From an optimization exercise on the open Yosys and OpenROAD flow, aimed at small area and a short achievable clock period; shortcuts taken in it are not production practice. In this exercise RTL edits were held to simulation tests only and were not proved equivalent to the original. No activity file was given, so power comes from the tool's default toggle rates.

$ cat flow/design.v
package port_dma_pkg;
    localparam int DATA_W = 32;
    localparam int ADDR_W = 16;
    localparam int CNT_W  = 7;
    localparam int PORT_W = 4;
    localparam int HDR_LEN_LSB = 7;
    localparam int HDR_LEN_MSB = 17;
    localparam int HDR_ROUTE_W = 7;
    localparam int CELL_BYTES_LOG2 = 4;
    localparam int FP_INIT_ENTRIES = 128;
    localparam int FP_DEPTH        = 256;
    localparam int DESC_W = ADDR_W + CNT_W + HDR_ROUTE_W;
    typedef logic [DATA_W-1:0] data_t;
    typedef logic [ADDR_W-1:0] addr_t;
    typedef logic [CNT_W-1:0]  cnt_t;
    typedef logic [PORT_W-1:0] port_t;
    typedef logic [DESC_W-1:0] desc_t;
    typedef enum logic [2:0] {
        WR_IDLE,
        WR_REQUEST,
        WR_WAIT_READY,
        WR_HEADER,
        WR_BODY,
        WR_DONE
    } writer_state_t;
    typedef enum logic [1:0] {
        RF_IDLE,
        RF_ASK,
        RF_HOLD
    } refill_state_t;
endpackage
`timescale 1ns/100ps
module free_ptr_list #(
    parameter port_dma_pkg::port_t P_PORT = '0
) (
    input  logic                i_clk,
    input  logic                i_rst_n,
    input  logic                i_locked,
    input  logic                i_pop,
    input  logic                i_fp_wr_en,
    input  port_dma_pkg::addr_t i_fp_wr_dat,
    input  logic                i_pkt_start,
    input  port_dma_pkg::cnt_t  i_pkt_cells,
    input  logic                i_mmu_malloc_done,
    output port_dma_pkg::addr_t o_addr,
    output logic                o_nempty,
    output logic                o_nempty_nxt,
    output logic                o_aply_req,
    output port_dma_pkg::cnt_t  o_length
);
    localparam int DEPTH  = port_dma_pkg::FP_DEPTH;
    localparam int AW     = port_dma_pkg::ADDR_W;
    localparam int PTR_W  = $clog2(DEPTH);
    localparam int IDX_W  = $clog2(port_dma_pkg::FP_INIT_ENTRIES);
    localparam int PAD_W  = AW - port_dma_pkg::PORT_W - IDX_W;
    localparam int WL_W   = PTR_W / 2;
    localparam int WH_W   = PTR_W - WL_W;
    localparam int NWL    = 1 << WL_W;
    localparam int NWH    = 1 << WH_W;
    localparam int NBANK  = 4;
    localparam int BK_W   = $clog2(NBANK);
    localparam int ROWS   = DEPTH / NBANK;
    localparam int ROW_W  = $clog2(ROWS);
    logic                filling;
    logic                push;
    logic                pull;
    port_dma_pkg::addr_t push_dat;
    logic                full;
    logic                near0;
    logic                near1;
    logic                hold;
    logic                pend_vld;
    port_dma_pkg::cnt_t  pend_cells;
    logic                take_pend;
    logic                park;
    logic [PTR_W-1:0] wr_ptr;
    logic             wr_q;
    logic [PTR_W-1:0] wr_slot_q;
    assign wr_ptr = wr_slot_q + PTR_W'(wr_q);
    logic [NBANK-1:0] rd_bk;
    always_ff @(posedge i_clk or negedge i_rst_n) begin
        if (!i_rst_n) begin
            rd_bk <= NBANK'(1);
        end else if (pull) begin
            rd_bk <= {rd_bk[NBANK-2:0], rd_bk[NBANK-1]};
        end
    end
    logic [ROWS-1:0] rs;
    logic [ROWS-1:0] rs0;
    always_ff @(posedge i_clk or negedge i_rst_n) begin
        if (!i_rst_n) begin
            rs  <= ROWS'(2);
            rs0 <= ROWS'(2);
        end else begin
            if (pull && rd_bk[NBANK-1]) begin
                rs <= {rs[ROWS-2:0], rs[ROWS-1]};
            end
            if (pull && rd_bk[NBANK-2]) begin
                rs0 <= {rs0[ROWS-2:0], rs0[ROWS-1]};
            end
        end
    end
    logic [IDX_W-1:0] fill_idx;
    assign fill_idx = wr_ptr[IDX_W-1:0];
    always_ff @(posedge i_clk or negedge i_rst_n) begin
        if (!i_rst_n) begin
            filling <= 1'b1;
        end else if (filling && i_locked
                     && (wr_ptr == PTR_W'(port_dma_pkg::FP_INIT_ENTRIES - 1))) begin
            filling <= 1'b0;
        end
    end
    assign push     = filling ? i_locked : (i_fp_wr_en && !full);
    assign push_dat = filling ? {P_PORT, {PAD_W{1'b0}}, fill_idx} : i_fp_wr_dat;
    assign pull     = i_pop;
    logic [AW-1:0] push_q;
    always_ff @(posedge i_clk or negedge i_rst_n) begin
        if (!i_rst_n) begin
            wr_q      <= 1'b0;
            wr_slot_q <= '0;
        end else begin
            wr_q      <= push;
            wr_slot_q <= wr_ptr;
        end
    end
    always_ff @(posedge i_clk) begin
        push_q <= push_dat;
    end
    logic [NWH-1:0] wq_hi;
    logic [NWL-1:0] wq_lo;
    always_comb begin
        for (int k = 0; k < NWH; k++) begin
            wq_hi[k] = wr_q && (wr_slot_q[PTR_W-1:WL_W] == WH_W'(k));
        end
        for (int k = 0; k < NWL; k++) begin
            wq_lo[k] = (wr_slot_q[WL_W-1:0] == WL_W'(k));
        end
    end
    logic [DEPTH-1:0][AW-1:0] term;
    for (genvar i = 0; i < DEPTH; i++) begin : g_slot
        logic [AW-1:0] q;
        always_ff @(posedge i_clk) begin
            if (wq_hi[i/NWL] && wq_lo[i%NWL]) begin
                q <= push_q;
            end
        end
        assign term[i] = q & {AW{(i % NBANK == 0) ? rs0[i/NBANK] : rs[i/NBANK]}};
    end
    logic [NBANK-1:0][1:0][AW-1:0] bank_out;
    always_comb begin
        for (int bk = 0; bk < NBANK; bk++) begin
            for (int hf = 0; hf < 2; hf++) begin
                bank_out[bk][hf] = '0;
                for (int r = hf * ROWS / 2; r < (hf + 1) * ROWS / 2; r++) begin
                    bank_out[bk][hf] = bank_out[bk][hf] | term[r*NBANK+bk];
                end
            end
        end
    end
    logic wr_near;
    assign wr_near = pull ? near1 : near0;
    logic [NBANK-1:0][1:0][AW-1:0] bank_q;
    logic [AW-1:0]            push_qq;
    logic                     byp_q;
    logic                     byp_nxt;
    logic                     byp2_q;
    logic                     byp2_nxt;
    always_ff @(posedge i_clk) begin
        bank_q  <= bank_out;
        push_qq <= push_q;
    end
    logic [NBANK-1:0][AW-1:0] hd;
    for (genvar bk = 0; bk < NBANK; bk++) begin : g_bank
        logic hit;
        logic popb;
        assign hit  = push && wr_near && (wr_ptr[BK_W-1:0] == BK_W'(bk));
        assign popb = pull && rd_bk[bk];
        always_ff @(posedge i_clk) begin
            if (hit) begin
                hd[bk] <= push_dat;
            end else if (popb) begin
                hd[bk] <= byp_q ? push_q : (byp2_q ? push_qq : (bank_q[bk][0] | bank_q[bk][1]));
            end
        end
    end
    always_comb begin
        o_addr = '0;
        for (int bk = 0; bk < NBANK; bk++) begin
            o_addr = o_addr | (hd[bk] & {AW{rd_bk[bk]}});
        end
    end
    logic           inc, dec;
    logic [PTR_W:0] used_lag;
    logic [PTR_W:0] used;
    logic           inc_q, dec_q;
    logic           full_nxt, near0_nxt, near1_nxt;
    assign inc = push && !pull;
    assign dec = pull && !push;
    always_comb begin
        if (inc_q) begin
            used = used_lag + 1'b1;
        end else if (dec_q) begin
            used = used_lag - 1'b1;
        end else begin
            used = used_lag;
        end
    end
    assign byp_nxt  = push && (pull ? (used == (PTR_W + 1)'(NBANK + 1))
                                    : (used == (PTR_W + 1)'(NBANK)));
    assign byp2_nxt = wr_q && (pull ? (used == (PTR_W + 1)'(NBANK + 2))
                                    : (used == (PTR_W + 1)'(NBANK + 1)));
    always_comb begin
        if (inc) begin
            o_nempty_nxt = 1'b1;
            full_nxt     = (used == (PTR_W + 1)'(DEPTH - 1));
            near0_nxt    = (used < (PTR_W + 1)'(NBANK - 1));
            near1_nxt    = (used < (PTR_W + 1)'(NBANK));
        end else if (dec) begin
            o_nempty_nxt = (used != (PTR_W + 1)'(1));
            full_nxt     = 1'b0;
            near0_nxt    = (used < (PTR_W + 1)'(NBANK + 1));
            near1_nxt    = (used > (PTR_W + 1)'(1)) && (used < (PTR_W + 1)'(NBANK + 2));
        end else begin
            o_nempty_nxt = o_nempty;
            full_nxt     = full;
            near0_nxt    = near0;
            near1_nxt    = near1;
        end
    end
    always_ff @(posedge i_clk or negedge i_rst_n) begin
        if (!i_rst_n) begin
            used_lag <= '0;
            byp_q    <= 1'b0;
            byp2_q   <= 1'b0;
            inc_q    <= 1'b0;
            dec_q    <= 1'b0;
            o_nempty <= 1'b0;
            full     <= 1'b0;
            near0    <= 1'b1;
            near1    <= 1'b0;
        end else begin
            used_lag <= used;
            byp_q    <= byp_nxt;
            byp2_q   <= byp2_nxt;
            inc_q    <= inc;
            dec_q    <= dec;
            o_nempty <= o_nempty_nxt;
            full     <= full_nxt;
            near0    <= near0_nxt;
            near1    <= near1_nxt;
        end
    end
    logic aply;
    assign take_pend = !aply && pend_vld;
    assign park      = i_pkt_start && (aply || pend_vld);
    always_ff @(posedge i_clk or negedge i_rst_n) begin
        if (!i_rst_n) begin
            pend_vld <= 1'b0;
        end else if (park) begin
            pend_vld <= 1'b1;
        end else if (take_pend) begin
            pend_vld <= 1'b0;
        end
    end
    always_ff @(posedge i_clk) begin
        if (park) begin
            pend_cells <= i_pkt_cells;
        end
    end
    always_ff @(posedge i_clk or negedge i_rst_n) begin
        if (!i_rst_n) begin
            o_aply_req <= 1'b0;
        end else if (o_aply_req) begin
            o_aply_req <= !(hold && i_mmu_malloc_done);
        end else begin
            o_aply_req <= pend_vld || i_pkt_start;
        end
    end
    always_ff @(posedge i_clk or negedge i_rst_n) begin
        if (!i_rst_n) begin
            aply       <= 1'b0;
            hold       <= 1'b0;
            o_length   <= '0;
        end else begin
            if (!aply) begin
                if (pend_vld) begin
                    o_length   <= pend_cells;
                    aply <= 1'b1;
                end else if (i_pkt_start) begin
                    o_length   <= i_pkt_cells;
                    aply <= 1'b1;
                end
            end else if (!hold) begin
                hold <= 1'b1;
            end else if (i_mmu_malloc_done) begin
                hold       <= 1'b0;
                aply <= 1'b0;
            end
        end
    end
endmodule
`timescale 1ns/100ps
module cell_writer (
    input  logic                i_clk,
    input  logic                i_rst_n,
    input  logic                i_locked,
    input  logic                i_empty,
    input  port_dma_pkg::data_t i_dat,
    input  port_dma_pkg::addr_t i_fp_addr,
    input  logic                i_fp_nempty,
    input  logic                i_fp_nempty_nxt,
    input  logic                i_cb_full,
    input  logic                i_mmu_wr_ready,
    output logic                o_rd_en,
    output logic                o_fp_pop,
    output logic                o_mmu_wr_req,
    output logic                o_mmu_wr_en,
    output port_dma_pkg::addr_t o_mmu_wr_addr,
    output port_dma_pkg::data_t o_mmu_wr_dat,
    output logic                o_mmu_wr_done,
    output port_dma_pkg::desc_t o_cb_din,
    output logic                o_cb_wr_en,
    output logic                o_pkt_start,
    output port_dma_pkg::cnt_t  o_pkt_cells
);
    localparam int LEN_W = port_dma_pkg::HDR_LEN_MSB - port_dma_pkg::HDR_LEN_LSB + 1;
    localparam int FRAC_W = port_dma_pkg::CELL_BYTES_LOG2;
    localparam int CNT_W = port_dma_pkg::CNT_W;
    logic               st_req;
    logic               st_wait;
    logic               st_hdr;
    logic               st_body;
    logic               st_done;
    logic               st_idle;
    logic               hdr_nxt;
    logic               body_nxt;
    logic               pop_ok;
    logic               pop_ok_o;
    port_dma_pkg::cnt_t body_left;
    logic [LEN_W-1:0]   hdr_len;
    logic [CNT_W-1:0]   len_cells;
    port_dma_pkg::cnt_t hdr_cells;
    port_dma_pkg::cnt_t cb_cells;
    logic               src_ready;
    logic               start_ok;
    logic               hdr_pop;
    logic               cell_pop;
    assign hdr_len = i_dat[port_dma_pkg::HDR_LEN_MSB:port_dma_pkg::HDR_LEN_LSB];
    assign len_cells = hdr_len[FRAC_W +: CNT_W] + CNT_W'(|hdr_len[FRAC_W-1:0]);
    assign hdr_cells = len_cells + 1'b1;
    logic len_zero;
    logic len_one;
    logic frac;
    logic [CNT_W-1:0] len_hi;
    assign frac     = |hdr_len[FRAC_W-1:0];
    assign len_hi   = hdr_len[FRAC_W +: CNT_W];
    assign len_zero = frac ? (&len_hi) : (len_hi == '0);
    assign len_one  = frac ? (len_hi == '0) : (len_hi == CNT_W'(1));
    logic last;
    assign st_idle   = !(st_req || st_wait || st_hdr || st_body || st_done);
    assign src_ready = !i_empty && i_fp_nempty;
    assign start_ok  = i_locked && src_ready && !i_cb_full;
    assign hdr_pop  = st_hdr && src_ready;
    assign cell_pop = pop_ok && !i_empty;
    assign o_rd_en  = pop_ok_o && !i_empty;
    assign o_fp_pop = cell_pop;
    logic req_o;
    assign o_mmu_wr_req = req_o;
    assign o_pkt_start = hdr_pop;
    assign o_pkt_cells = hdr_cells;
    assign hdr_nxt  = (st_wait && i_mmu_wr_ready) || (st_hdr && !src_ready);
    assign body_nxt = (hdr_pop && !len_zero)
                   || (st_body && !(src_ready && last));
    always_ff @(posedge i_clk or negedge i_rst_n) begin
        if (!i_rst_n) begin
            st_req        <= 1'b0;
            req_o         <= 1'b0;
            st_wait       <= 1'b0;
            st_hdr        <= 1'b0;
            st_body       <= 1'b0;
            pop_ok        <= 1'b0;
            pop_ok_o      <= 1'b0;
            st_done       <= 1'b0;
            body_left     <= '0;
            last          <= 1'b0;
            o_mmu_wr_en   <= 1'b0;
            o_cb_wr_en    <= 1'b0;
            o_mmu_wr_done <= 1'b0;
        end else begin
            o_mmu_wr_en   <= cell_pop;
            o_cb_wr_en    <= hdr_pop;
            o_mmu_wr_done <= st_done;
            st_req  <= st_idle && start_ok;
            req_o   <= !(st_req || st_wait || st_hdr || st_body || st_done) && i_locked
                    && !i_empty && i_fp_nempty && !i_cb_full;
            st_wait <= st_req || (st_wait && !i_mmu_wr_ready);
            st_hdr  <= hdr_nxt;
            st_body <= body_nxt;
            pop_ok  <= (hdr_nxt || body_nxt) && i_fp_nempty_nxt;
            pop_ok_o <= (hdr_nxt && i_fp_nempty_nxt) || (body_nxt && i_fp_nempty_nxt);
            st_done <= (hdr_pop && len_zero)
                    || (st_body && src_ready && last);
            if (hdr_pop) begin
                body_left <= len_cells;
                last      <= len_one;
            end else if (cell_pop) begin
                body_left <= body_left - 1'b1;
                last      <= (body_left == CNT_W'(2));
            end
        end
    end
    always_ff @(posedge i_clk) begin
        o_mmu_wr_addr <= i_fp_addr;
        o_mmu_wr_dat  <= i_dat;
        cb_cells      <= hdr_cells;
    end
    assign o_cb_din = {o_mmu_wr_addr, cb_cells, o_mmu_wr_dat[port_dma_pkg::HDR_ROUTE_W-1:0]};
endmodule
`timescale 1ns/100ps
module port_sgdma #(
    parameter port_dma_pkg::port_t P_PORT = 4'd3
) (
    input  logic                i_clk,
    input  logic                i_rst_n,
    input  logic                i_locked,
    input  port_dma_pkg::data_t i_dat,
    input  logic                i_empty,
    output logic                o_rd_en,
    output port_dma_pkg::desc_t o_cb_din,
    output logic                o_cb_wr_en,
    input  logic                i_cb_full,
    output logic                o_mmu_wr_req,
    output port_dma_pkg::port_t o_sram_sel,
    output logic                o_mmu_wr_en,
    output port_dma_pkg::addr_t o_mmu_wr_addr,
    output port_dma_pkg::data_t o_mmu_wr_dat,
    output logic                o_mmu_wr_done,
    input  logic                i_mmu_wr_ready,
    input  logic                i_mmu_malloc_done,
    input  logic                i_fp_wr_en,
    input  port_dma_pkg::addr_t i_fp_wr_dat,
    output logic                o_aply_req,
    output port_dma_pkg::cnt_t  o_length
);
    port_dma_pkg::addr_t fp_addr;
    logic                fp_nempty;
    logic                fp_nempty_nxt;
    logic                fp_pop;
    logic                pkt_start;
    port_dma_pkg::cnt_t  pkt_cells;
    assign o_sram_sel = P_PORT;
    free_ptr_list #(
        .P_PORT (P_PORT)
    ) u_fp (
        .i_clk             (i_clk),
        .i_rst_n           (i_rst_n),
        .i_locked          (i_locked),
        .i_pop             (fp_pop),
        .i_fp_wr_en        (i_fp_wr_en),
        .i_fp_wr_dat       (i_fp_wr_dat),
        .i_pkt_start       (pkt_start),
        .i_pkt_cells       (pkt_cells),
        .i_mmu_malloc_done (i_mmu_malloc_done),
        .o_addr            (fp_addr),
        .o_nempty          (fp_nempty),
        .o_nempty_nxt      (fp_nempty_nxt),
        .o_aply_req        (o_aply_req),
        .o_length          (o_length)
    );
    cell_writer u_wr (
        .i_clk          (i_clk),
        .i_rst_n        (i_rst_n),
        .i_locked       (i_locked),
        .i_empty        (i_empty),
        .i_dat          (i_dat),
        .i_fp_addr      (fp_addr),
        .i_fp_nempty    (fp_nempty),
        .i_fp_nempty_nxt (fp_nempty_nxt),
        .i_cb_full      (i_cb_full),
        .i_mmu_wr_ready (i_mmu_wr_ready),
        .o_rd_en        (o_rd_en),
        .o_fp_pop       (fp_pop),
        .o_mmu_wr_req   (o_mmu_wr_req),
        .o_mmu_wr_en    (o_mmu_wr_en),
        .o_mmu_wr_addr  (o_mmu_wr_addr),
        .o_mmu_wr_dat   (o_mmu_wr_dat),
        .o_mmu_wr_done  (o_mmu_wr_done),
        .o_cb_din       (o_cb_din),
        .o_cb_wr_en     (o_cb_wr_en),
        .o_pkt_start    (pkt_start),
        .o_pkt_cells    (pkt_cells)
    );
endmodule
$ cat flow/flow/run.sh
#!/bin/bash
# Standard layout, with plain buf_4 cells as the port buffers that
# buffer_ports places on every input and output.
# Each tool's output is in orfs/logs; make's output is in standard.log.
export BUFFER_PORTS_ARGS="-buffer_cell sky130_fd_sc_hd__buf_4"
bash standard.sh > standard.log 2>&1
$ cat flow/standard.sh
#!/bin/bash
# synth_recipe.tcl (not shown) runs the flow's synth.tcl, then flattens the netlist and writes it again
# the make line also repeats each setting of config.mk as NAME=value (left out here)
make -C /OpenROAD-flow-scripts/flow DESIGN_CONFIG=/design/flow/config.mk WORK_HOME=/design/flow/orfs CLKGATE_MAP_FILE= SYNTH_SCRIPT=/design/flow/synth_recipe.tcl "${@:-finish}"
$ cat flow/config.mk
export PLATFORM = sky130hd
export DESIGN_NAME = port_sgdma
export DESIGN_NICKNAME = port_sgdma
export VERILOG_FILES = /design/flow/design.v
export SDC_FILE = /design/flow/constraint.sdc
export NUM_CORES = 4
export LEC_CHECK = 0
export CAP_MARGIN = 20
export CORE_MARGIN = 2
export CORE_UTILIZATION = 55
export CTS_CLUSTER_DIAMETER = 80
export CTS_CLUSTER_SIZE = 25
export SETUP_SLACK_MARGIN = 2.8
export SLEW_MARGIN = 20
export TNS_END_PERCENT = 5
$ cat flow/constraint.sdc
create_clock -name core_clock -period 5.0 [get_ports {i_clk}]
set_input_delay 1.0000 -clock core_clock [delete_from_list [all_inputs] [get_ports {i_clk}]]
set_output_delay 1.0000 -clock core_clock [all_outputs]
set_load 0.01 [all_outputs]
==> impl_metrics.env, run 1 <==
export IMPL_root_buffer="clkbuf_16"
export IMPL_dp_cells=12776
export IMPL_drt_iter0_drc=17571
export IMPL_final_cell_mix="edfxtp_1, a22oi_1, buf_4, a221oi_1, nand3_1"
export IMPL_crit_path_start="u_fp.rs[22]"
export IMPL_crit_end="u_fp.bank_q[97]"
export IMPL_power_mw=66.4
export IMPL_syn_area_per_cell_um2=18.3
export IMPL_reg2reg_depth=5
export IMPL_fill_cells=20987
export IMPL_ant_nets=0
export IMPL_die_w_um=548
export IMPL_synth_ff_type="edfxtp_1"
export IMPL_layout_worst_path_cycle_share_pct=52.9
export IMPL_avgViaCountPerCell=7.18
export IMPL_whs_ns=0.0866
export IMPL_avgRoutedWirePerCell_um=41.2
export IMPL_worst_pin_slew_ns=1.27
export IMPL_die_y_um=548
export IMPL_drive_gt1_share_pct=17.8
export IMPL_io_pins=151
export IMPL_nets=9388
export IMPL_cts_sinks=4571
export IMPL_grt_usage_pct=35.6
export IMPL_status="complete, no violations"
export IMPL_final_cells=13450
export IMPL_setup_viol=0
export IMPL_drcViolationCount=0
export IMPL_slew_headroom_pct=15.6
export IMPL_ys_warnings_count=2
export IMPL_finalHoldViolCount=0
export IMPL_worstReg2RegStart="u_fp.rs[22]"
export IMPL_core_mm2=0.294
export IMPL_holdCritPathClass="in2async"
export IMPL_synth_seq_cells=4571
export IMPL_synth_cell_area_mm2=0.163
export IMPL_fin_crit_ns=2.65
export IMPL_grt_pass1_vias=88266
export IMPL_power_leakage_nw=58.5
export IMPL_synth_cells=8874
export IMPL_cts_tree="yes"
export IMPL_layout_commonest_cell="edfxtp_1"
export IMPL_regArea_mm2=0.134
export IMPL_worstSetupStartpointType="register"
export IMPL_max_cap_violations=0
export IMPL_cts_htree_levels=4
export IMPL_place_congestion=0.884
export IMPL_antenna_found_initial=51
export IMPL_num_rows=199
export IMPL_ff2ff_setup_slack_ns=2.35
export IMPL_dp_hpwl_mm=312
export IMPL_critPathMaxFanout=33
export IMPL_crit_required_ns=5.77
export IMPL_path_class="reg2reg"
export IMPL_synthArstFlopShare_pct=4.13
export IMPL_synthToLayoutAreaGrowth_pct=11.8
export IMPL_grt_pass1_wl_mm=735
export IMPL_routed_wl_mm=554
export IMPL_cts_buffers=210
export IMPL_reg2reg_to="u_fp.bank_q[97]"
export IMPL_clk_path_buf_depth=4
export IMPL_cp_data_arrival_time_ns=3.42
export IMPL_multi_input_area_mm2=0.0279
export IMPL_rsz0062_at_grt="yes"
export IMPL_port_buffers=146
export IMPL_fin_skew_ns=0.0436
export IMPL_initial_utilization_pct=55.3
export IMPL_synth_distinct_cells=63
export IMPL_ys_seq_area_share_pct=82.5
export IMPL_hold_buffers=0
export IMPL_vdd_drop_max_mv=0.404
export IMPL_end_kind="register"
export IMPL_clkLatencyLatePin_ns=0.97
export IMPL_vias=96616
export IMPL_p_per_area_mw_per_mm2=365
export IMPL_grt_overflow_total=0
export IMPL_clk_pin_slew_ns=0.10
export IMPL_grt_max_degree=166
export IMPL_fin_setup_tns_ns=0
export IMPL_drt_pass1_iterations=7
export IMPL_fmax_ghz=0.378
export IMPL_die_area_mm2=0.300
export IMPL_finalMaxSlewViolations=0
export IMPL_synth_edf_count=4167
## state kept, by name (all words and copies together) (netlist names), 8 cells and up
register / flops
u_fp.g_slot.q: 4096
u_fp.hd: 64
u_fp.wr_slot_q: 8
u_fp.rs0: 64
u_wr.o_mmu_wr_addr: 16
u_fp.push_qq: 16
u_fp.used_lag: 9
u_fp.push_q: 16
u_fp.rs: 64
u_fp.bank_q: 128
u_wr.o_mmu_wr_dat: 32
## critical path, stage by stage (launching register included)
cell      delay (ns)
dfrtp_2         0.65
buf_12          0.33
a22o_1          0.25
a221oi_1        0.25
nand3_1         0.24
or4_1           0.69
## power by group
| group | leakage (nW) | internal [mW] | switching (mW) |
|---|---|---|---|
| Combinational | 13.8 | 0.867 | 2.46 |
| Clock | 3.06 | 8.60 | 11.7 |
| Sequential | 41.6 | 42.2 | 0.493 |
| Total | 58.5 | 51.7 | 14.7 |
## cells by family after synthesis
family	after synthesis	share of synthesized area, %
buffers and inverters	647	1.57
XOR/XNOR	28	0.151
other	2	0.00462
adder cells (fa/ha/maj)	12	0.0907
multiplexers	144	0.992
AND/OR/NAND/NOR	1188	3.92
AO/OA/AOI/OAI	2282	10.8
flip-flops	4571	82.5
## routing by layer
layer | track usage [%] | routed length, µm
met4 | 11.9 | 22400
met1 | 51.1 | 206000
met3 | 8.54 | 74600
met2 | 54.1 | 250000
met5 | 0.0475 | 254
## Yosys cell counts (all sizes together), types with 8 or more instances
cell       n  area, µm²
xnor2     18        158
inv       47        176
buf      140        656
a22oi   1569      11800
mux2     138       1550
nand2     90        338
a21oi     85        425
edfxtp  4167     125000
nand4    264       1650
nor2     281       1050
o21ai     22        110
or3       60        375
nand3    275       1380
clkbuf   459       1720
nor3      18       90.1
nand2b    14       87.6
nor2b      9       56.3
ha        11        138
dfrtp    184       4600
dfxtp    215       4300
a221oi   312       2730
or4      130        976
xor2      10       87.6
nor4       8       50.1
a22o     257       2250
## per-stage QoR
stage	setup slack, ns	utilization, %	instance area [µm²]
6_report	2.35	61.9	182000
4_1_cts	2.39	60.9	179000
5_1_grt	2.37	61.9	182000
3_5_place_dp	0.994	58.2	171000
2_1_floorplan	2.12	-	163000
3_3_place_gp	1.04	58.1	171000
## area by class of cell
type	instances	area share, %
diodes	32	0.0440
clock buffers	364	3.35
clock inverters	26	0.150
inverters	48	0.101
multi-input cells	3659	15.3
flip-flops and latches	4571	73.9
well taps	3919	2.69
repair buffers	831	4.45
## what timing repair did
action / 4_1_cts / 5_1_grt
setup buffers: 69 / 171
gates resized for setup: 119 / 238
endpoints found under the setup margin: 3621 / 4010
pin swaps: 34 / 47
cloned: 4 / 8
hold endpoints to repair: 0 / 0
## worst min path at each step
stage	start	to	slack, ns	cells past startpoint
floorplan	u_wr.st_done	u_wr.o_mmu_wr_done	0.36	0
detailed placement	u_wr.st_done	u_wr.o_mmu_wr_done	0.37	0
CTS	i_dat[4]	u_wr.o_mmu_wr_dat[4]	0.09	1
finish	i_rst_n	u_fp.rs0[59]	0.09	1
global placement	u_wr.st_done	u_wr.o_mmu_wr_done	0.37	0
global route	i_dat[22]	u_wr.o_mmu_wr_dat[22]	0.11	1
==> inputs of run 2 (changes only) <==
--- a/flow/design.v
+++ b/flow/design.v
@@ -58,5 +58,5 @@
     localparam int NWL    = 1 << WL_W;
     localparam int NWH    = 1 << WH_W;
-    localparam int NBANK  = 4;
+    localparam int NBANK  = 8;
     localparam int BK_W   = $clog2(NBANK);
     localparam int ROWS   = DEPTH / NBANK;
==> run 2 against run 1 <==
  * The layout now fails its checks (max-slew violations)
  * Critical path depth is 2 lower
  * Sequential share of layout area is 0.12 points lower
  * Non-clock buffer count is 168 lower
  * Sequential cell count is 132 higher
  * Worst hold slack better by 0.065 ns
  * Via count is 0.62% lower
  * Wire length is 0.32% higher
  * Sequential power is 3% higher
  * Count of clock-buffer cells in the layout is 11 higher
==> impl_metrics.env, run 2 <==
export IMPL_max_cap_violations=0
export IMPL_yosys_area_share_simple_pct=2.75
export IMPL_ys_warnings_count=2
export IMPL_synth_seq_cells=4703
export IMPL_stdcell_area_mm2=0.186
export IMPL_io_pins=151
export IMPL_synth_distinct_cells=73
export IMPL_synth_xor_area_share_pct=0.153
export IMPL_reg2reg_to="u_fp.bank_q[45]"
export IMPL_vias=96017
export IMPL_path_buf_inv=1
export IMPL_grt_pass1_vias=87374
export IMPL_vdd_drop_max_mv=0.316
export IMPL_synth_cell_area_mm2=0.166
export IMPL_ant_nets=0
export IMPL_reg2reg_depth=3
export IMPL_layout_commonest_cell="edfxtp_1"
export IMPL_critPathMaxFanout=60
export IMPL_layout_worst_path_cycle_share_pct=55.9
export IMPL_cpPeakStageDelay_ns=0.88
export IMPL_root_buffer="clkbuf_16"
export IMPL_avgRoutedWirePerCell_um=41.9
export IMPL_worstSetupStartpointType="register"
export IMPL_die_area_mm2=0.307
export IMPL_synth_compound_area_share_pct=12.4
export IMPL_holdCritPathClass="in2reg"
export IMPL_die_w_um=554
export IMPL_internal_power_mw=52.9
export IMPL_cts_buffers=215
export IMPL_fmax_ghz=0.358
export IMPL_num_rows=201
export IMPL_routed_wl_mm=556
export IMPL_violations="max-slew violations"
export IMPL_synth_edf_count=4231
export IMPL_crit_required_ns=5.67
export IMPL_end_kind="register"
export IMPL_hp_start="i_dat[19]"
export IMPL_postLayoutSetupSlackWorst_ns=2.20
export IMPL_comb_power_share_pct=5.6
export IMPL_synth_top_family_by_area="compound AO/OA/AOI/OAI gates"
export IMPL_synthArstFlopShare_pct=2.74
export IMPL_drt_pass1_iterations=6
export IMPL_cts_tree="yes"
export IMPL_synthAdderAreaFrac_pct=0.0887
export IMPL_finalMaxSlewViolations=103
export IMPL_avgViaCountPerCell=7.23
export IMPL_critical_path_slowest_cell="a221oi_1"
export IMPL_p_per_area_mw_per_mm2=367
export IMPL_drt_iter0_drc=16579
export IMPL_seqPwrFrac_pct=64.0
export IMPL_largest_register="u_fp.g_slot.q"
export IMPL_post_synth_top_count_cell="edfxtp_1"
export IMPL_place_congestion=1.02
export IMPL_fin_skew_ns=0.0402
export IMPL_slew_headroom_pct=-37.4
export IMPL_worstHoldEndpoint="u_wr.o_mmu_wr_dat[19]"
export IMPL_antenna_found_initial=46
export IMPL_largest_reg_flops=4096
export IMPL_ff2ff_setup_slack_ns=2.20
export IMPL_synthTopCellsByArea="edfxtp_1, a221oi_1, a22o_1"
export IMPL_p_clk_share_pct=30.4
export IMPL_grt_pass1_wl_mm=726
export IMPL_grt_max_degree=177
export IMPL_critical_path_cell_chain="buf_12, a221oi_1, nand4_1"
export IMPL_hold_path_depth=1
export IMPL_grt_usage_pct=34.1
export IMPL_synth_common_cells="edfxtp_1, a221oi_1, a22o_1, clkbuf_1, dfxtp_1"
export IMPL_place_area_mm2=0.174
export IMPL_synth_cells=8870
export IMPL_p_sw_mw=15.5
export IMPL_final_cell_mix="edfxtp_1, a22o_1, a221oi_1, buf_4, dfxtp_1"
export IMPL_synthMuxAreaShare_pct=0.483
export IMPL_hold_buffers=0
export IMPL_place_ws_ns=1.32
export IMPL_cts_sinks=4703
export IMPL_fin_crit_ns=2.80
export IMPL_synth_ff_type="edfxtp_1"
export IMPL_synth_top_cell_area_share_pct=76.4
export IMPL_path_class="reg2reg"
export IMPL_status="failed layout checks"
export IMPL_cp_data_arrival_time_ns=3.47
export IMPL_initial_utilization_pct=55.4
export IMPL_synthToLayoutAreaGrowth_pct=11.9
export IMPL_yosysTopAreaCell="edfxtp_1"
export IMPL_clkLatencyLatePin_ns=0.97
export IMPL_worst_pin_slew_ns=2.06
export IMPL_port_buffers=146
export IMPL_rsz0062_at_grt="yes"
export IMPL_clk_path_buf_depth=4
export IMPL_dp_hpwl_mm=314
export IMPL_cts_htree_levels=4
export IMPL_clk_pin_slew_ns=0.10
export IMPL_die_y_um=554
export IMPL_top_regs="u_fp.g_slot.q (4096), u_fp.bank_q (256), u_fp.hd (128)"
export IMPL_drcViolationCount=0
export IMPL_grt_overflow_total=0
export IMPL_netSwitchingFraction_pct=22.6
export IMPL_nets=9183
export IMPL_drive_gt1_share_pct=15.9
export IMPL_worstReg2RegStart="u_fp.rs[6]"
export IMPL_setup_viol=0
export IMPL_crit_family="compound AO/OA/AOI/OAI gates"
export IMPL_power_leakage_nw=58.3
export IMPL_core_mm2=0.301
export IMPL_ys_seq_area_share_pct=82.4
export IMPL_fin_setup_tns_ns=0
export IMPL_finalHoldViolCount=0
export IMPL_syn_area_per_cell_um2=18.8
run 2: cell types whose count changed in the layout (fill, tap and decap cells not counted), sizes merged, moves of 72 or more:
| cell | change |
|---|---|
| buf | -167 |
| nand3 | -255 |
| a22oi | -1504 |
| nor3 | +123 |
| mux2 | -72 |
| dfxtp | +128 |
| or4 | -127 |
| o31a | +124 |
| a22o | +767 |
| a221oi | +712 |
run 2: cell families after synthesis:
family                   after synthesis
AO/OA/AOI/OAI                       2452
flip-flops                          4703
buffers and inverters                696
XOR/XNOR                              29
adder cells (fa/ha/maj)               12
other                                  2
multiplexers                          72
AND/OR/NAND/NOR                      904
run 2: through the flow:
step	hold WS, ns	instances	util, %	power, mW
after floorplan	0.355	8872	-	46.0
after global placement	0.368	12560	57.7	47.6
after detailed placement	0.391	12562	57.7	47.7
after CTS	0.0973	13081	60.9	68.2
after global routing	0.114	13258	61.9	69.9
final	0.152	13273	62.0	68.4
run 2: how the worst max path moves through the flow:
stage                            to  cells after the start               from  slack (ns)
2_1_floorplan      u_fp.o_length[6]                     10           i_dat[8]        2.00
3_3_place_gp            u_fp.hd[68]                      7            i_empty        1.38
3_5_place_dp            u_fp.hd[68]                      7            i_empty        1.32
4_1_cts                     o_rd_en                      2      u_wr.pop_ok_o        2.32
5_1_grt        u_fp.g_slot[91].q[2]                      5  u_fp.wr_slot_q[6]        2.31
6_report            u_fp.bank_q[45]                      3         u_fp.rs[6]        2.20
run 2: routing by layer:
metal,global-route usage [%],routed length [µm],vias to the layer above
met5,0,145,-
met4,11.6,25500,20
met3,7.10,69100,959
met2,52.2,253000,6734
met1,49.2,208000,50589
li1,-,-,37715
run 2: final cells by class:
| cell class | instances | area (µm²) |
|---|---|---|
| antenna | 18 | 45.0 |
| clock buffer | 375 | 6160 |
| clock inverter | 23 | 300 |
| fill | 21088 | 114000 |
| inverter | 51 | 196 |
| multi-input combinational | 3482 | 29500 |
| sequential | 4703 | 137000 |
| tap | 3958 | 4950 |
| timing repair buffer | 663 | 7670 |
run 2: power by group through the flow:
stage | registers [mW] | clock network, mW | logic (mW)
6_report | 43.8 | 20.8 | 3.83
5_1_grt | 43.8 | 22.1 | 3.95
4_1_cts | 43.8 | 20.9 | 3.56
3_5_place_dp | 44.6 | 0 | 3.07
3_3_place_gp | 44.6 | 0 | 3.00
2_1_floorplan | 44.7 | 0 | 1.33
run 2: repair_timing:
action	4_1_cts	5_1_grt
gates resized for setup	256	112
setup buffers	112	166
cloned	9	7
setup endpoints to repair	4740	4830
pin swaps	79	83
run 2: worst reg2reg max path, stage by stage (launching register included):
cell and delay, ns:
dfrtp_4 0.74, buf_12 0.32, a221oi_1 0.91, nand4_1 0.57
==> inputs of run 3 (changes only) <==
--- a/flow/config.mk
+++ b/flow/config.mk
@@ -11,5 +11,5 @@
 export CTS_CLUSTER_DIAMETER = 80
 export CTS_CLUSTER_SIZE = 25
-export SETUP_SLACK_MARGIN = 2.8
+export SETUP_SLACK_MARGIN = 2.6
 export SLEW_MARGIN = 20
 export TNS_END_PERCENT = 5
==> run 3 against run 2 <==
  * Now clean on timing, DRC and antenna
  * Core utilization is 0.66 points lower
  * Synthesized area stayed put
  * Via count is 0.99% lower
  * Sequential share of layout area is 0.80 points higher
  * Wire length down 2.3%
  * Register-to-register slack lost 0.02 ns
  * Setup slack worse by 0.023 ns
  * Global-route usage grew 0.34 points
==> impl_metrics.env, run 3 <==
export IMPL_synth_distinct_cells=73
export IMPL_synth_compound_area_share_pct=12.4
export IMPL_cp_data_arrival_time_ns=3.41
export IMPL_die_area_mm2=0.307
export IMPL_critPathMaxFanout=49
export IMPL_io_pins=151
export IMPL_cts_tree="yes"
export IMPL_power_leakage_nw=57.7
export IMPL_synth_seq_cells=4703
export IMPL_p_per_area_mw_per_mm2=371
export IMPL_place_congestion=0.988
export IMPL_grt_pass1_vias=87548
export IMPL_largest_reg_flops=4096
export IMPL_grt_usage_pct=34.4
export IMPL_fmax_ghz=0.355
export IMPL_whs_ns=0.148
export IMPL_critical_path_slowest_cell="dfrtp_4"
export IMPL_finalHoldViolCount=0
export IMPL_drt_iter0_drc=16377
export IMPL_synth_edf_count=4231
export IMPL_yosys_area_share_simple_pct=2.75
export IMPL_synth_cell_area_mm2=0.166
export IMPL_synth_ff_type="edfxtp_1"
export IMPL_synth_xor_area_share_pct=0.153
export IMPL_clkLatencyLatePin_ns=0.96
export IMPL_cts_sinks=4703
export IMPL_fin_crit_ns=2.82
export IMPL_initial_utilization_pct=55.4
export IMPL_synthArstFlopShare_pct=2.74
export IMPL_fin_skew_ns=0.0414
export IMPL_drcViolationCount=0
export IMPL_layout_commonest_cell="edfxtp_1"
export IMPL_yosysTopAreaCell="edfxtp_1"
export IMPL_end_kind="register"
export IMPL_finalMaxSlewViolations=0
export IMPL_layout_worst_path_cycle_share_pct=56.4
export IMPL_synthMuxAreaShare_pct=0.483
export IMPL_fin_setup_tns_ns=0
export IMPL_ys_warnings_count=2
export IMPL_worstSetupStartpointType="register"
export IMPL_vias=95065
export IMPL_ys_seq_area_share_pct=82.4
export IMPL_core_mm2=0.301
export IMPL_grt_max_degree=190
export IMPL_synthToLayoutAreaGrowth_pct=10.7
export IMPL_synth_top_cell_area_share_pct=76.4
export IMPL_cpPeakStageDelay_ns=0.79
export IMPL_holdCritPathClass="in2reg"
export IMPL_synthAdderAreaFrac_pct=0.0887
export IMPL_ant_nets=0
export IMPL_top_regs="u_fp.g_slot.q (4096), u_fp.bank_q (256), u_fp.hd (128)"
export IMPL_drive_gt1_share_pct=14.8
export IMPL_slew_headroom_pct=9.78
export IMPL_clk_path_buf_depth=4
export IMPL_port_buffers=146
export IMPL_post_synth_top_count_cell="edfxtp_1"
export IMPL_crit_required_ns=5.59
export IMPL_root_buffer="clkbuf_16"
export IMPL_multi_input_area_mm2=0.0290
export IMPL_syn_area_per_cell_um2=18.8
export IMPL_synth_cells=8870
export IMPL_clk_pin_slew_ns=0.10
export IMPL_vdd_drop_max_mv=0.389
export IMPL_ff2ff_setup_slack_ns=2.18
export IMPL_num_rows=201
export IMPL_antenna_found_initial=34
export IMPL_drt_pass1_iterations=6
export IMPL_rsz0062_at_grt="yes"
export IMPL_grt_pass1_wl_mm=734
export IMPL_cts_buffers=218
export IMPL_routed_wl_mm=543
export IMPL_grt_overflow_total=0
export IMPL_avgViaCountPerCell=7.21
export IMPL_synth_common_cells="edfxtp_1, a221oi_1, a22o_1, clkbuf_1, dfxtp_1"
export IMPL_status="complete, no violations"
export IMPL_die_w_um=554
export IMPL_max_cap_violations=0
export IMPL_dp_hpwl_mm=321
export IMPL_synth_top_family_by_area="compound AO/OA/AOI/OAI gates"
export IMPL_final_cell_mix="edfxtp_1, a22o_1, a221oi_1, buf_4, dfxtp_1"
export IMPL_avgRoutedWirePerCell_um=41.2
export IMPL_setup_viol=0
export IMPL_critical_path_cell_chain="buf_4, a221oi_1, nand4_1"
export IMPL_nets=9107
export IMPL_cts_htree_levels=4
export IMPL_fill_cells=21328
export IMPL_die_y_um=554
export IMPL_path_class="reg2reg"
export IMPL_synthTopCellsByArea="edfxtp_1, a221oi_1, a22o_1"
export IMPL_largest_register="u_fp.g_slot.q"
export IMPL_worst_pin_slew_ns=1.35
export IMPL_hold_buffers=0
export IMPL_regArea_mm2=0.137
[run 3: logic make-up (layout without fill, tap and decap cells)]
group	after synthesis	after routing
compound gates	2452	2452
xor+xnor	29	29
fa+ha+maj	12	12
buf+inv	696	1041
flops	4703	4703
mux	72	72
other cells	2	15
simple gates	904	911
[run 3: metrics by stage]
stage	setup slack [ns]	instances	cell area (µm²)	total power, mW	utilization, %
floorplan	2.00	8872	167000	46.0	-
global placement	1.55	12606	174000	47.7	57.7
detailed placement	1.59	12618	174000	47.8	57.9
CTS	2.29	13106	183000	68.2	60.8
global route	2.28	13184	184000	70.0	61.3
finish	2.18	13193	184000	68.4	61.3
[run 3: layer usage]
metal	wire (µm)	up-vias	track usage [%]
met5	180	-	0
met4	22000	26	11.4
met3	62500	828	6.49
met2	247000	6439	52.3
met1	211000	50225	50.7
li1	-	37547	-
[run 3: power by group]
group	switching, mW	total (mW)	internal (mW)
sequential	0.446	43.8	43.3
combinational	2.83	3.72	0.886
clock	12.2	20.9	8.74
[run 3: cell type report]
cell class | instances | area share [%]
inverter | 51 | 0.107
timing repair buffer | 586 | 3.31
antenna | 11 | 0.0149
clock buffer | 369 | 3.37
multi-input combinational | 3480 | 15.7
sequential | 4703 | 74.6
clock inverter | 35 | 0.206
tap | 3958 | 2.69
[run 3: critical path: cells and delay by family, from the launching register on]
kind	cells	cell delay, ns
buf+inv	1	0.47
simple gates	1	0.64
compound gates	1	0.40
flops	1	0.79
[run 3: what timing repair did]
item | CTS | global route
resized for setup | 208 | 64
gates cloned | 7 | 0
pin swaps | 59 | 42
endpoints found under the setup margin | 4126 | 3975
buffers inserted | 77 | 73
hold endpoints to repair | 0 | 0
[run 3: path summary, 6_finish.rpt]
check | cells past startpoint | from | endpoint
worst max-delay path | 3 | u_fp.rs[24] | u_fp.bank_q[126]
worst min-delay path | 1 | i_dat[6] | u_wr.o_mmu_wr_dat[6]
worst max register to register | 3 | u_fp.rs[24] | u_fp.bank_q[126]
worst min register to register | 0 | u_wr.st_done | u_wr.o_mmu_wr_done
max in group asynchronous | 2 | i_rst_n | u_fp.used_lag[1]
min in group asynchronous | 1 | i_rst_n | u_fp.rs0[0]
==> inputs of run 4 (changes only) <==
--- a/flow/design.v
+++ b/flow/design.v
@@ -58,5 +58,5 @@
     localparam int NWL    = 1 << WL_W;
     localparam int NWH    = 1 << WH_W;
-    localparam int NBANK  = 8;
+    localparam int NBANK  = 4;
     localparam int BK_W   = $clog2(NBANK);
     localparam int ROWS   = DEPTH / NBANK;
@@ -107,5 +107,6 @@
             filling <= 1'b1;
         end else if (filling && i_locked
-                     && (wr_ptr == PTR_W'(port_dma_pkg::FP_INIT_ENTRIES - 1))) begin
+                     && (wr_q ? (wr_slot_q == PTR_W'(port_dma_pkg::FP_INIT_ENTRIES - 2))
+                              : (wr_slot_q == PTR_W'(port_dma_pkg::FP_INIT_ENTRIES - 1)))) begin
             filling <= 1'b0;
         end
@@ -129,10 +130,16 @@
     logic [NWH-1:0] wq_hi;
     logic [NWL-1:0] wq_lo;
-    always_comb begin
-        for (int k = 0; k < NWH; k++) begin
-            wq_hi[k] = wr_q && (wr_slot_q[PTR_W-1:WL_W] == WH_W'(k));
+    always_ff @(posedge i_clk or negedge i_rst_n) begin
+        if (!i_rst_n) begin
+            wq_hi <= '0;
+        end else begin
+            for (int k = 0; k < NWH; k++) begin
+                wq_hi[k] <= push && (wr_ptr[PTR_W-1:WL_W] == WH_W'(k));
+            end
         end
+    end
+    always_ff @(posedge i_clk) begin
         for (int k = 0; k < NWL; k++) begin
-            wq_lo[k] = (wr_slot_q[WL_W-1:0] == WL_W'(k));
+            wq_lo[k] <= (wr_ptr[WL_W-1:0] == WL_W'(k));
         end
     end
@@ -147,18 +154,28 @@
         assign term[i] = q & {AW{(i % NBANK == 0) ? rs0[i/NBANK] : rs[i/NBANK]}};
     end
-    logic [NBANK-1:0][1:0][AW-1:0] bank_out;
+    localparam int NPART = 4;
+    logic [NBANK-1:0][NPART-1:0][AW-1:0] bank_out;
+    logic [NBANK-1:0][NPART-1:0][AW-1:0] bank_q;
     always_comb begin
         for (int bk = 0; bk < NBANK; bk++) begin
-            for (int hf = 0; hf < 2; hf++) begin
-                bank_out[bk][hf] = '0;
-                for (int r = hf * ROWS / 2; r < (hf + 1) * ROWS / 2; r++) begin
-                    bank_out[bk][hf] = bank_out[bk][hf] | term[r*NBANK+bk];
+            for (int pt = 0; pt < NPART; pt++) begin
+                bank_out[bk][pt] = '0;
+                for (int r = pt * ROWS / NPART; r < (pt + 1) * ROWS / NPART; r++) begin
+                    bank_out[bk][pt] = bank_out[bk][pt] | term[r*NBANK+bk];
                 end
             end
         end
     end
+    logic [NBANK-1:0][AW-1:0] bank_rd;
+    always_comb begin
+        for (int bk = 0; bk < NBANK; bk++) begin
+            bank_rd[bk] = '0;
+            for (int pt = 0; pt < NPART; pt++) begin
+                bank_rd[bk] = bank_rd[bk] | bank_q[bk][pt];
+            end
+        end
+    end
     logic wr_near;
     assign wr_near = pull ? near1 : near0;
-    logic [NBANK-1:0][1:0][AW-1:0] bank_q;
     logic [AW-1:0]            push_qq;
     logic                     byp_q;
@@ -180,5 +197,5 @@
                 hd[bk] <= push_dat;
             end else if (popb) begin
-                hd[bk] <= byp_q ? push_q : (byp2_q ? push_qq : (bank_q[bk][0] | bank_q[bk][1]));
+                hd[bk] <= byp_q ? push_q : (byp2_q ? push_qq : bank_rd[bk]);
             end
         end
--- a/flow/config.mk
+++ b/flow/config.mk
@@ -11,5 +11,5 @@
 export CTS_CLUSTER_DIAMETER = 80
 export CTS_CLUSTER_SIZE = 25
-export SETUP_SLACK_MARGIN = 2.6
+export SETUP_SLACK_MARGIN = 2.8
 export SLEW_MARGIN = 20
 export TNS_END_PERCENT = 5
==> run 4 against run 3 <==
  * Count of clock-buffer cells in the layout increased by 7
  * Wire length down 9.7%
  * Sequential share of layout area increased by 1.9 points
  * Critical path depth is 1 lower
  * Worst hold slack lost 0.10 ns
  * Core utilization shrank 1.7 points
  * Synthesized area grew 0.21%
  * Final area shrank 2.2%
  * Maximum frequency up 4.7%
  * Global-route usage down 3.2 points
  * Combinational power fell by 31%
  * Largest power group unchanged
==> impl_metrics.env, run 4 <==
export IMPL_fill_cells=21873
export IMPL_synth_distinct_cells=65
export IMPL_grt_pass1_wl_mm=677
export IMPL_power_mw=67.8
export IMPL_layout_worst_path_cycle_share_pct=53.9
export IMPL_finalHoldViolCount=0
export IMPL_crit_path_start="u_wr.pop_ok_o"
export IMPL_end_kind="output port"
export IMPL_path_class="reg2out"
export IMPL_crit_required_ns=4.00
export IMPL_synth_cells=8827
export IMPL_hold_buffers=0
export IMPL_holdCritPathClass="in2async"
export IMPL_dp_cells=12566
export IMPL_grt_pass1_vias=85589
export IMPL_fin_skew_ns=0.0639
export IMPL_avgRoutedWirePerCell_um=37.6
export IMPL_synth_edf_count=4167
export IMPL_grt_max_degree=209
export IMPL_clk_pin_slew_ns=0.10
export IMPL_critPathMaxFanout=1
export IMPL_ys_warnings_count=2
export IMPL_die_y_um=555
export IMPL_cp_data_arrival_time_ns=1.69
export IMPL_multi_input_area_mm2=0.0271
export IMPL_synthToLayoutAreaGrowth_pct=8.03
export IMPL_final_cells=13031
export IMPL_top_regs="u_fp.g_slot.q (4096), u_fp.bank_q (256)"
export IMPL_fin_setup_tns_ns=0
export IMPL_cts_htree_levels=4
export IMPL_die_area_mm2=0.308
export IMPL_port_buffers=146
export IMPL_drive_gt1_share_pct=11.3
export IMPL_io_pins=151
export IMPL_ys_seq_area_share_pct=82.4
export IMPL_postLayoutSetupSlackWorst_ns=2.31
export IMPL_place_ws_ns=1.35
export IMPL_fmax_ghz=0.371
export IMPL_finalMaxSlewViolations=0
export IMPL_power_leakage_nw=57.9
export IMPL_avgViaCountPerCell=6.97
export IMPL_synthTopCellsByArea="edfxtp_1, a22o_1, a221oi_1"
export IMPL_clkLatencyLatePin_ns=0.99
export IMPL_max_cap_violations=0
export IMPL_synth_top_cell_area_share_pct=75.0
export IMPL_worstReg2RegStart="u_fp.wq_hi[10]"
export IMPL_fin_crit_ns=2.69
export IMPL_vdd_drop_max_mv=0.351
export IMPL_reg2reg_depth=1
export IMPL_num_rows=202
export IMPL_nets=8907
export IMPL_worstSetupStartpointType="register"
export IMPL_synth_cell_area_mm2=0.167
export IMPL_status="complete, no violations"
export IMPL_clk_path_buf_depth=4
export IMPL_drt_pass1_iterations=6
export IMPL_root_buffer="clkbuf_16"
export IMPL_core_mm2=0.302
export IMPL_rsz0062_at_grt="yes"
export IMPL_grt_usage_pct=31.2
export IMPL_worst_pin_slew_ns=1.23
export IMPL_synth_ff_type="edfxtp_1"
export IMPL_layout_commonest_cell="edfxtp_1"
export IMPL_crit_end="o_rd_en"
export IMPL_grt_overflow_total=0
export IMPL_dp_hpwl_mm=276
export IMPL_antenna_found_initial=56
export IMPL_cts_buffers=217
export IMPL_final_cell_mix="edfxtp_1, a22o_1, a221oi_1, buf_4, dfxtp_1"
export IMPL_setup_viol=0
export IMPL_synth_seq_cells=4731
export IMPL_largest_register="u_fp.g_slot.q"
export IMPL_drcViolationCount=0
export IMPL_slew_headroom_pct=17.9
export IMPL_drt_iter0_drc=13158
export IMPL_ff2ff_setup_slack_ns=2.50
export IMPL_cts_tree="yes"
export IMPL_vias=90866
export IMPL_synthArstFlopShare_pct=4.33
export IMPL_place_congestion=0.885
export IMPL_reg2reg_to="u_fp.g_slot[168].q[8]"
export IMPL_die_w_um=555
export IMPL_initial_utilization_pct=55.2
export IMPL_routed_wl_mm=490
export IMPL_ant_nets=0
export IMPL_synth_common_cells="edfxtp_1, a22o_1, a221oi_1, clkbuf_1, dfxtp_1"
export IMPL_largest_reg_flops=4096
export IMPL_syn_area_per_cell_um2=18.9
export IMPL_p_per_area_mw_per_mm2=376
export IMPL_yosysTopAreaCell="edfxtp_1"
export IMPL_post_synth_top_count_cell="edfxtp_1"
export IMPL_regArea_mm2=0.138
export IMPL_cts_sinks=4731
==> run 4: cell count changes after synthesis, moves of 31 or more <==
cell	before	now
a22oi_1	65	34
o21ai_0	21	81
a21oi_1	154	79
o31a_1	129	0
nor2_1	290	184
nor3_1	136	25
edfxtp_1	4231	4167
mux2_2	66	129
and2_1	20	260
buf_1	101	33
or4_1	3	58
dfrtp_1	124	200
clkbuf_1	489	558
==> run 4: layout make-up <==
class | instances | area share [%]
multi-input cells | 3425 | 15.0
clock buffers | 376 | 3.41
flip-flops and latches | 4731 | 76.4
repair buffers | 418 | 2.03
well taps | 3978 | 2.76
clock inverters | 30 | 0.209
inverters | 47 | 0.0979
diodes | 26 | 0.0361
==> run 4: critical path: stages, from the launching register on <==
cell and delay, ns:
dfrtp_2 0.47, nor2b_4 0.15, buf_6 0.11
==> run 4: how the worst min path moves through the flow <==
stage	startpoint	end	slack [ns]
after floorplan	u_wr.st_done	u_wr.o_mmu_wr_done	0.36
after global placement	u_wr.st_done	u_wr.o_mmu_wr_done	0.36
after detailed placement	u_wr.st_done	u_wr.o_mmu_wr_done	0.38
after CTS	i_rst_n	u_wr.st_done	0.02
after global routing	i_rst_n	u_wr.st_done	0.08
final	i_rst_n	u_wr.st_done	0.04
==> run 4: timing repair <==
item,CTS,global route
pin swaps,4,3
cloned,4,0
buffers inserted,11,8
endpoints found under the setup margin,2921,1864
gates resized for setup,63,29
==> run 4: metrics by stage <==
stage,cell area (µm²),util (%),hold WS [ns]
4_1_cts,180000,59.4,0.0177
2_1_floorplan,167000,-,0.355
6_report,180000,59.6,0.0443
3_3_place_gp,173000,57.1,0.362
5_1_grt,180000,59.6,0.0814
3_5_place_dp,173000,57.2,0.376
==> run 4: kinds of logic (layout without fill, tap and decap cells) <==
family | Yosys count | after routing | synth area share [%]
XOR/XNOR | 29 | 29 | 0.152
multiplexers | 137 | 137 | 0.919
flip-flops | 4731 | 4731 | 82.4
AO/OA/AOI/OAI | 2282 | 2282 | 11.6
AND/OR/NAND/NOR | 958 | 961 | 3.21
other | 2 | 30 | 0.00450
adder cells (fa/ha/maj) | 12 | 12 | 0.0885
buffers and inverters | 676 | 871 | 1.59
==> run 4: power breakdown <==
group	switching [mW]	internal, mW
logic	1.86	0.699
clock network	12.2	8.62
registers	0.852	43.6
total	14.9	53.0
==> run 4: layer usage <==
metal	vias to the layer above	routed length, µm	GRT usage (%)
met5	-	170	0
met4	28	13600	8.33
met3	654	51100	5.90
met2	5186	228000	48.6
met1	48288	197000	45.6
li1	36710	-	-
==> inputs of run 5 (changes only) <==
--- a/flow/config.mk
+++ b/flow/config.mk
@@ -11,5 +11,5 @@
 export CTS_CLUSTER_DIAMETER = 80
 export CTS_CLUSTER_SIZE = 25
-export SETUP_SLACK_MARGIN = 2.8
+export SETUP_SLACK_MARGIN = 2.6
 export SLEW_MARGIN = 20
 export TNS_END_PERCENT = 5
==> run 5 against run 4 <==
  * Still clean on timing, DRC and antenna
  * Sequential cell count unchanged
  * Maximum frequency up 0.98%
  * Die area unchanged
  * Setup slack better by 0.026 ns
==> impl_metrics.env, run 5 <==
export IMPL_max_cap_violations=0
export IMPL_synth_xor_area_share_pct=0.152
export IMPL_root_buffer="clkbuf_16"
export IMPL_synth_top_cell_area_share_pct=75.0
export IMPL_setup_viol=0
export IMPL_yosysTopAreaCell="edfxtp_1"
export IMPL_antenna_found_initial=58
export IMPL_holdCritPathClass="in2async"
export IMPL_die_y_um=555
export IMPL_grt_pass1_vias=85487
export IMPL_drt_iter0_drc=13007
export IMPL_worstSetupStartpointType="register"
export IMPL_avgViaCountPerCell=6.98
export IMPL_critPathMaxFanout=1
export IMPL_cts_htree_levels=4
export IMPL_cts_tree="yes"
export IMPL_grt_overflow_total=0
export IMPL_drt_pass1_iterations=8
export IMPL_layout_commonest_cell="edfxtp_1"
export IMPL_finalMaxSlewViolations=0
export IMPL_comb_power_share_pct=3.6
export IMPL_die_w_um=555
export IMPL_end_kind="output port"
export IMPL_largest_reg_flops=4096
export IMPL_num_rows=202
export IMPL_path_class="reg2out"
export IMPL_port_buffers=146
export IMPL_yosys_area_share_simple_pct=3.21
export IMPL_fin_skew_ns=0.0589
export IMPL_final_cell_mix="edfxtp_1, a22o_1, a221oi_1, buf_4, dfxtp_1"
export IMPL_synth_ff_type="edfxtp_1"
export IMPL_whs_ns=0.0594
export IMPL_ys_warnings_count=2
export IMPL_grt_busiest_layer="met2"
export IMPL_ys_seq_area_share_pct=82.4
export IMPL_synthTopCellsByArea="edfxtp_1, a22o_1, a221oi_1"
export IMPL_largest_register="u_fp.g_slot.q"
export IMPL_ff2ff_setup_slack_ns=2.42
export IMPL_worstReg2RegStart="u_fp.wq_lo[5]"
export IMPL_synth_top_family_by_area="compound AO/OA/AOI/OAI gates"
export IMPL_internal_power_mw=52.9
export IMPL_fmax_ghz=0.375
export IMPL_io_pins=151
export IMPL_crit_required_ns=4.00
export IMPL_syn_area_per_cell_um2=18.9
export IMPL_worst_pin_slew_ns=1.26
export IMPL_grt_use_met1_pct=45.6
export IMPL_routed_wl_mm=489
export IMPL_synthAdderAreaFrac_pct=0.0885
export IMPL_fin_setup_tns_ns=0
export IMPL_die_area_mm2=0.308
export IMPL_drive_gt1_share_pct=11.0
export IMPL_p_sw_mw=14.8
export IMPL_finalHoldViolCount=0
export IMPL_synthMuxAreaShare_pct=0.919
export IMPL_crit_end="o_rd_en"
export IMPL_post_synth_top_count_cell="edfxtp_1"
export IMPL_vias=90889
export IMPL_layout_worst_path_cycle_share_pct=53.3
export IMPL_reg2reg_depth=1
export IMPL_seqPwrFrac_pct=65.7
export IMPL_initial_utilization_pct=55.2
export IMPL_power_mw=67.7
export IMPL_p_clk_share_pct=30.7
export IMPL_grt_max_degree=209
export IMPL_nets=8895
export IMPL_grt_usage_pct=31.2
export IMPL_synth_compound_area_share_pct=11.6
export IMPL_synth_cells=8827
export IMPL_grt_pass1_wl_mm=676
export IMPL_synth_seq_cells=4731
export IMPL_fin_crit_ns=2.67
export IMPL_vdd_drop_max_mv=0.347
export IMPL_use_met2_pct=48.5
export IMPL_ant_nets=0
export IMPL_synth_cell_area_mm2=0.167
export IMPL_rsz0062_at_grt="yes"
export IMPL_place_congestion=0.885
export IMPL_cts_sinks=4731
export IMPL_synth_distinct_cells=65
export IMPL_grtUsageMet3_pct=5.94
export IMPL_synthArstFlopShare_pct=4.33
export IMPL_synth_common_cells="edfxtp_1, a22o_1, a221oi_1, clkbuf_1, dfxtp_1"
export IMPL_hold_buffers=0
export IMPL_avgRoutedWirePerCell_um=37.6
export IMPL_top_regs="u_fp.g_slot.q (4096), u_fp.bank_q (256)"
export IMPL_clk_path_buf_depth=4
export IMPL_status="complete, no violations"
export IMPL_netSwitchingFraction_pct=21.9
export IMPL_reg2reg_to="u_fp.g_slot[181].q[15]"
export IMPL_power_leakage_nw=57.8
export IMPL_crit_path_start="u_wr.pop_ok_o"
export IMPL_drcViolationCount=0
export IMPL_cp_data_arrival_time_ns=1.67
export IMPL_synth_edf_count=4167
export IMPL_slew_headroom_pct=15.9
export IMPL_cts_buffers=217
export IMPL_synthToLayoutAreaGrowth_pct=7.88
export IMPL_clkLatencyLatePin_ns=0.97
export IMPL_clk_pin_slew_ns=0.10
export IMPL_core_mm2=0.302
export IMPL_dp_hpwl_mm=276
export IMPL_p_per_area_mw_per_mm2=376
## run 5: changes by cell type in the layout (fill, tap and decap cells not counted), moves of 3 or more
cell / before / now
and2_1: 198 / 201
and2_2: 62 / 59
buf_4: 361 / 358
buf_6: 17 / 11
dfrtp_1: 124 / 129
dfrtp_2: 55 / 51
dfxtp_1: 334 / 337
dfxtp_2: 6 / 3
diode_2: 26 / 22
nand2b_4: 6 / 3
## run 5: timing repair
action,in CTS,in global routing
gates resized for setup,31,18
cloned,2,0
endpoints found under the setup margin,1763,1254
buffers inserted,2,8
hold endpoints to repair,0,0
pin swaps,0,4
## run 5: routing by layer
| layer | vias up | share of wire, % |
|---|---|---|
| met2 | 5226 | 46 |
| li1 | 36689 | - |
| met1 | 48279 | 40 |
| met3 | 665 | 11 |
| met4 | 30 | 2.8 |
| met5 | - | 0.037 |
## run 5: power by group through the flow
stage / clock network, mW / registers (mW) / logic, mW
after global placement: 0 / 45.3 / 2.22
after CTS: 21.0 / 44.5 / 2.31
final: 20.8 / 44.5 / 2.42
after detailed placement: 0 / 45.4 / 2.29
after global routing: 22.2 / 44.5 / 2.56
after floorplan: 0 / 45.0 / 1.06
## run 5: kinds of logic (layout without fill, tap and decap cells)
group | Yosys count | count (layout)
compound gates | 2282 | 2282
xor+xnor | 29 | 29
fa+ha+maj | 12 | 12
buf+inv | 676 | 860
flops | 4731 | 4731
mux | 137 | 137
other cells | 2 | 26
simple gates | 958 | 960
## run 5: worst min path at each step
stage / end / slack, ns / cells after the start
CTS: u_wr.st_done / 0.02 / 1
floorplan: u_wr.o_mmu_wr_done / 0.36 / 0
detailed placement: u_wr.o_mmu_wr_done / 0.38 / 0
finish: u_wr.st_done / 0.06 / 1
global placement: u_wr.o_mmu_wr_done / 0.36 / 0
global route: u_wr.st_done / 0.08 / 1
## run 5: through the flow
step | std cells | cell area [µm²] | util, % | worst slack [ns]
6_report | 13015 | 180000 | 59.5 | 2.33
5_1_grt | 13000 | 180000 | 59.5 | 2.28
3_3_place_gp | 12559 | 173000 | 57.1 | 1.38
4_1_cts | 12976 | 180000 | 59.4 | 2.25
2_1_floorplan | 8829 | 167000 | - | 2.08
3_5_place_dp | 12566 | 173000 | 57.2 | 1.35
## run 5: cell type report
class	instances	area (µm²)
flip-flops and latches	4731	138000
multi-input cells	3424	26900
well taps	3978	4980
diodes	22	55.1
fillers	21916	122000
clock inverters	30	377
inverters	47	176
repair buffers	407	3560
clock buffers	376	6140
## run 5: critical path, stage by stage (launching register included)
cell     delay, ns
dfrtp_2       0.47
nor2b_4       0.15
buf_6         0.11
==> inputs of run 6 (changes only) <==
--- a/flow/config.mk
+++ b/flow/config.mk
@@ -11,4 +11,5 @@
 export CTS_CLUSTER_DIAMETER = 80
 export CTS_CLUSTER_SIZE = 25
+export PLACE_DENSITY = 0.7
 export SETUP_SLACK_MARGIN = 2.6
 export SLEW_MARGIN = 20
==> run 6 against run 5 <==
  * Setup slack better by 0.015 ns
  * Via count up 0.58%
  * Maximum frequency up 0.57%
  * Wire length down 2.8%
  * Synthesized cell count unchanged
  * Cell count down 0.25%
  * Global-route usage down 0.95 points
  * Count of clock-buffer cells in the layout up 12
  * Register-to-register slack worse by 0.07 ns
  * Worst hold slack worse by 0.018 ns
  * Critical path depth down 1
  * Largest cell class unchanged
==> impl_metrics.env, run 6 <==
export IMPL_grt_pass1_wl_mm=660
export IMPL_root_buffer="clkbuf_16"
export IMPL_synth_cell_area_mm2=0.167
export IMPL_fin_crit_ns=2.65
export IMPL_cts_sinks=4731
export IMPL_finalMaxSlewViolations=0
export IMPL_cts_buffers=219
export IMPL_holdCritPathClass="in2async"
export IMPL_cts_htree_levels=4
export IMPL_grt_overflow_total=0
export IMPL_slew_headroom_pct=16.1
export IMPL_synth_top_cell_area_share_pct=75.0
export IMPL_cp_data_arrival_time_ns=3.23
export IMPL_die_area_mm2=0.308
export IMPL_place_congestion=0.885
export IMPL_ys_seq_area_share_pct=82.4
export IMPL_worst_pin_slew_ns=1.26
export IMPL_worstSetupStartpointType="register"
export IMPL_seqPwrFrac_pct=65.7
export IMPL_grt_usage_pct=30.2
export IMPL_grt_max_degree=194
export IMPL_critical_path_cell_chain="and2_1"
export IMPL_path_class="reg2reg"
export IMPL_drt_pass1_iterations=8
export IMPL_rsz0062_at_grt="yes"
export IMPL_cpPeakStageDelay_ns=1.15
export IMPL_synth_edf_count=4167
export IMPL_p_sw_mw=14.8
export IMPL_setup_viol=0
export IMPL_post_synth_top_count_cell="edfxtp_1"
export IMPL_clkLatencyLatePin_ns=0.97
export IMPL_clk_path_buf_depth=4
export IMPL_stdcell_area_mm2=0.180
export IMPL_place_area_mm2=0.172
export IMPL_max_cap_violations=0
export IMPL_p_per_area_mw_per_mm2=377
export IMPL_comb_power_share_pct=3.6
export IMPL_drcViolationCount=0
export IMPL_critical_path_slowest_cell="dfrtp_1"
export IMPL_fin_setup_tns_ns=0
export IMPL_final_cell_mix="edfxtp_1, a22o_1, a221oi_1, dfxtp_1, buf_4"
export IMPL_synthArstFlopShare_pct=4.33
export IMPL_core_mm2=0.302
export IMPL_netSwitchingFraction_pct=21.8
export IMPL_antenna_found_initial=60
export IMPL_yosysTopAreaCell="edfxtp_1"
export IMPL_p_clk_share_pct=30.7
export IMPL_nets=8835
export IMPL_power_mw=67.7
export IMPL_reg2reg_depth=1
export IMPL_initial_utilization_pct=55.2
export IMPL_final_cells=12983
export IMPL_io_pins=151
export IMPL_drt_iter0_drc=14579
export IMPL_port_buffers=146
export IMPL_reg2reg_to="u_fp.g_slot[138].q[5]"
export IMPL_layout_worst_path_cycle_share_pct=53.0
export IMPL_largest_reg_flops=4096
export IMPL_die_w_um=555
export IMPL_path_buf_inv=0
export IMPL_avgRoutedWirePerCell_um=36.6
export IMPL_layout_commonest_cell="edfxtp_1"
export IMPL_synth_ff_type="edfxtp_1"
export IMPL_top_regs="u_fp.g_slot.q (4096), u_fp.bank_q (256)"
export IMPL_vdd_drop_max_mv=0.324
export IMPL_ys_warnings_count=2
export IMPL_cts_tree="yes"
export IMPL_status="complete, no violations"
export IMPL_syn_area_per_cell_um2=18.9
export IMPL_drive_gt1_share_pct=10.6
export IMPL_hold_buffers=0
run 6: changes by cell type in the layout (fill, tap and decap cells not counted), sizes merged:
cell      before  now
buf          406  343
diode         22   48
clkbuf       377  388
clkinv        14   11
bufinv         2    0
clkinvlp       3    1
nand2b        19   21
inv           58   57
run 6: area by class of cell:
class / count / area, µm²
Antenna cell: 48 / 120
Clock buffer: 388 / 6240
Clock inverter: 22 / 362
Fill cell: 21341 / 123000
Inverter: 47 / 180
Multi-Input combinational cell: 3426 / 27100
Sequential cell: 4731 / 138000
Tap cell: 3978 / 4980
Timing Repair Buffer: 343 / 3110
run 6: how the worst max path moves through the flow:
stage / to / slack, ns / cells past startpoint
finish: u_fp.g_slot[138].q[5] / 2.35 / 1
global route: o_rd_en / 2.37 / 2
CTS: o_mmu_wr_dat[12] / 2.36 / 1
detailed placement: u_fp.hd[42] / 1.19 / 7
global placement: u_fp.hd[42] / 1.23 / 7
floorplan: u_fp.o_length[5] / 2.08 / 9
run 6: layer usage:
layer | vias to the layer above | GRT usage, % | part of all wire [%]
li1 | 36601 | - | -
met1 | 47418 | 41.8 | 36
met2 | 6445 | 46.0 | 46
met3 | 932 | 7.07 | 13
met4 | 22 | 13.9 | 5.0
met5 | - | 0 | 0.028
run 6: power groups by stage:
stage	sequential (mW)	combinational, mW	clock, mW
3_5_place_dp	45.4	2.26	0
5_1_grt	44.5	2.58	22.1
2_1_floorplan	45.0	1.06	0
4_1_cts	44.5	2.29	20.8
3_3_place_gp	45.3	2.18	0
6_report	44.5	2.43	20.8
run 6: repair_timing:
| item | 4_1_cts | 5_1_grt |
|---|---|---|
| gates cloned | 3 | 1 |
| resized for setup | 35 | 56 |
| pin swaps | 0 | 6 |
| endpoints found under the setup margin | 1437 | 1613 |
| setup buffers | 5 | 5 |
run 6: per-stage QoR:
step | hold slack, ns | utilization [%]
global route | 0.0818 | 59.4
floorplan | 0.355 | -
global placement | 0.365 | 56.9
CTS | 0.0257 | 59.3
finish | 0.0418 | 59.5
detailed placement | 0.363 | 57.0
run 6: cells by family (layout without fill, tap and decap cells):
logic type	count (synthesis)	in the layout	share of synthesized area, %
muxes	137	137	0.919
adders and majority gates	12	12	0.0885
buffers and inverters	676	800	1.59
and+or+nand+nor	958	962	3.21
DFF	4731	4731	82.4
xor gates and xnor gates	29	29	0.152
other	2	52	0.00450
AOI/OAI and AO/OA	2282	2282	11.6

Check on run 6: ideal ports give 2.348 ns setup slack; a clkbuf_16 on the clock port and buf_2 on the inputs give 2.307 ns; moving port delays by the midpoint clock arrival (1.038 ns) as well gives 1.676 ns.
